What follows belongs to an exercise in optimizing a design on an open flow for small area and a short achievable clock period; a production flow would make more cautious choices.
In this exercise RTL edits were held to simulation tests only and were not proved equivalent to the original.
No activity file was given, so power comes from the tool's default toggle rates.

==> job 8327 <==
## mac_top
module mac_top #(
   parameter int A_WIDTH = 18,    
   parameter int B_WIDTH = 18,    
   parameter int P_WIDTH = 48     
) (
   input  logic                      clk,
   input  logic                      rst_n,
   input  logic signed [A_WIDTH-1:0] data_a,
   input  logic signed [B_WIDTH-1:0] data_b,
   input  mac_pkg::mac_op_e          op,
   input  logic                      activate_mac,   
   output logic signed [P_WIDTH-1:0] data_p,
   output logic                      p_valid
);
Settings: LEC_CHECK=0, CAP_MARGIN=20, CORE_MARGIN=2, CORE_UTILIZATION=40, SLEW_MARGIN=20; clock period 10.0 ns.
run.sh (not shown) runs the stock make flow with config.mk's settings and CLKGATE_MAP_FILE= SYNTH_SCRIPT=/design/flow/synth_recipe.tcl, a recipe that flattens the netlist after the stock synthesis.
==> job 2779: changes against job 8327 <==
==> flow/flow/run.sh (new file) <==
#!/bin/bash
set -euo pipefail
bash standard.sh SETUP_SLACK_MARGIN=6.5 finish > flow_make.log 2>&1
==> flow/standard.sh (new file) <==
#!/bin/bash
# synth_recipe.tcl (not shown) runs the flow's synth.tcl, then flattens the netlist and writes it again
# the make line also repeats each setting of config.mk as NAME=value (left out here)
make -C /OpenROAD-flow-scripts/flow DESIGN_CONFIG=/design/flow/config.mk WORK_HOME=/design/flow/orfs CLKGATE_MAP_FILE= SYNTH_SCRIPT=/design/flow/synth_recipe.tcl "${@:-finish}"
SETUP_SLACK_MARGIN = 5   (was unset)
removed: flow/run.sh
==> job 3018: changes against job 8327 <==
SETUP_SLACK_MARGIN = 5   (was unset)
==> job 7496: changes against job 8327 <==
CORE_UTILIZATION = 60   (was 40)
SETUP_SLACK_MARGIN = 5   (was unset)
==> notes <==
Job 7496 completed without violations. Job 2779 ran to the end with no violations. Job 8327 completed without violations. Job 3018 completed with no timing, DRC or antenna violations. Design area: job 2779 is larger than job 7496 (about 20%). Worst hold slack: job 3018 is better than job 8327 (4.5 ps). In combinational power, job 3018 and job 8327 hardly differ. The highest total power belongs to job 2779, the lowest to job 7496. Die area is the same in job 2779 and job 8327.

==> inputs of build 60 <==
Another version of the RTL of mac_top (not shown whole).
clock: 10.0 ns
lec_check: 0
cap_margin: 20
core_margin: 2
core_utilization: 40
cts_buf_list: sky130_fd_sc_hd__clkbuf_8
cts_cluster_size: 30
slew_margin: 20
tns_end_percent: 5
standard.sh (not shown) runs the stock make flow with config.mk's settings and CLKGATE_MAP_FILE= SYNTH_SCRIPT=/design/flow/synth_recipe.tcl, a recipe that flattens the netlist after the stock synthesis.
==> flow/flow/run.sh <==
#!/bin/bash
# The standard layout with these changes:
#  - Yosys's coarse 'synth' calls run with -noabc, so that extract_fa sees the
#    full and half adders as the RTL writes them (the later ABC mapping pass is
#    unchanged);
#  - the port buffers are buf_1 cells (buffer_ports -buffer_cell);
#  - timing repair aims at a setup margin of 6.5 ns.
# The SDC (clock period, I/O delays, loads) is the standard flow's, unchanged. Each make
# step's log stays under orfs/logs; make's own output goes to flow_make.log.
set -euo pipefail
grep -q '^proc synth {args} { yosys synth -nofsm -noshare {\*}$args }' synth_recipe.tcl
sed 's/yosys synth -nofsm -noshare /yosys synth -nofsm -noshare -noabc /' synth_recipe.tcl > synth_noabc.tcl
bash standard.sh SYNTH_SCRIPT=$PWD/synth_noabc.tcl SETUP_SLACK_MARGIN=6.5 \
  "BUFFER_PORTS_ARGS=-buffer_cell sky130_fd_sc_hd__buf_1" finish > flow_make.log 2>&1
==> trial 11: changes against build 60 <==
==> flow/flow/run.sh (replaced) <==
#!/bin/bash
# The standard layout with these changes:
#  - Yosys's coarse 'synth' calls run with -noabc, so that extract_fa sees the
#    full and half adders as the RTL writes them (the later ABC mapping pass is
#    unchanged);
#  - the port buffers are buf_1 cells (buffer_ports -buffer_cell);
#  - timing repair aims at a setup margin of 6.75 ns.
# The SDC (clock period, I/O delays, loads) is the standard flow's, unchanged. Each make
# step's log stays under orfs/logs; make's own output goes to flow_make.log.
set -euo pipefail
grep -q '^proc synth {args} { yosys synth -nofsm -noshare {\*}$args }' synth_recipe.tcl
sed 's/yosys synth -nofsm -noshare /yosys synth -nofsm -noshare -noabc /' synth_recipe.tcl > synth_noabc.tcl
bash standard.sh SYNTH_SCRIPT=$PWD/synth_noabc.tcl SETUP_SLACK_MARGIN=6.75 \
  "BUFFER_PORTS_ARGS=-buffer_cell sky130_fd_sc_hd__buf_1" finish > flow_make.log 2>&1
==> trial 55: changes against build 60 <==
--- a/flow/flow/run.sh
+++ b/flow/flow/run.sh
@@ -1,5 +1,5 @@
 #!/bin/bash
-# The standard layout with these changes:
+# The standard layout with three changes:
 #  - Yosys's coarse 'synth' calls run with -noabc, so that extract_fa sees the
 #    full and half adders as the RTL writes them (the later ABC mapping pass is
 #    unchanged);
- TNS_END_PERCENT: 5 -> unset
==> comparison table <==
metric                                                                 trial 55                 trial 11                  build 60
Routed length per placed instance                                       18.5 um                  19.1 um                   18.4 um
Met1 track demand over resource                                           26.7%                    29.0%                     27.5%
Fill cells                                                                 2993                     2885                      2955
Layout buffering overhead excluding clock cells                           4.20%                    8.74%                     3.92%
Post-layout nets                                                           1526                     1613                      1523
Detail Route met3 WL                                                    2.09 mm                  2.76 mm                   2.02 mm
Sw frac                                                                   44.9%                    43.8%                     43.9%
Post-synthesis to final-layout area growth                                10.9%                    19.5%                     10.9%
Routed WL                                                               30.8 mm                  33.6 mm                   30.7 mm
Cell at the slowest stage of the critical path            sky130_fd_sc_hd__fa_1    sky130_fd_sc_hd__fa_1  sky130_fd_sc_hd__dfxtp_2
Required time at the endpoint of the critical path                     10420 ps                 10360 ps                  10350 ps
GR met3 Demand/Resource                                                   3.93%                    4.15%                     3.61%
Status                                                  complete, no violations  complete, no violations   complete, no violations
Routed length on met1                                                   14.6 mm                  15.5 mm                   14.8 mm
Global routing usage summed across all routing layers                     18.6%                    19.8%                     18.9%
Multi-input gate share of the layout cell area                            63.4%                    60.8%                     63.0%
Number of gates on the worst path with buffers counted                        7                        8                         7
Total chip power                                                        4.56 mW                  4.87 mW                   4.62 mW
Total cell area at the placement stage                               0.0134 mm2               0.0135 mm2                0.0134 mm2
Crit path buf inv count                                                       1                        1                         0
Worst skew pair latency                                                  480 ps                   500 ps                    490 ps
Total vias in the final route                                              8954                     9446                      8819
Worst setup endpoint                                    u_mult.r1_q[21]$_DFF_P_  u_mult.r1_q[20]$_DFF_P_   u_mult.r1_q[21]$_DFF_P_

==> afterwards: timing with drivers on the ports <==
Ports are ideal in the flow. The routed layouts listed here were re-timed in OpenROAD.
Step 1, drivers: a clkbuf_16 drives clk and a buf_2 each remaining input, both assumed.
Step 2 times the ports against the registers' clock, not the clock port: input delays grow and output delays shrink by t, the midpoint of the rising clock arrivals with the driver on.
Slacks: no drivers / after step 1 / after step 2; pairs: no drivers / after step 1.
| run | shift t [ns] | setup slack, ns | worst hold slack (ns) | pins driven straight from the clock port |
|---|---|---|---|---|
| job 8327 | 0.498 | 4.602 / 4.602 / 4.602 | 0.366 / 0.366 / 0.366 | 1 |
| job 2779 | 0.491 | 5.963 / 5.963 / 5.963 | 0.349 / 0.349 / 0.349 | 1 |
| job 3018 | 0.497 | 5.283 / 5.283 / 5.283 | 0.370 / 0.370 / 0.370 | 1 |
| job 7496 | 0.476 | 5.248 / 5.248 / 5.248 | 0.360 / 0.360 / 0.360 | 1 |
| build 60 | 0.522 | 6.530 / 6.530 / 6.530 | 0.356 / 0.356 / 0.356 | 1 |
| trial 11 | 0.534 | 6.672 / 6.672 / 6.637 | 0.353 / 0.353 / 0.353 | 1 |
| trial 55 | 0.516 | 6.591 / 6.591 / 6.591 | 0.352 / 0.352 / 0.352 | 1 |
After both steps every run listed still meets setup and hold. The setup slack of trial 11, which loses most, moves by 0.000 ns with the drivers and by -0.035 ns with both steps.
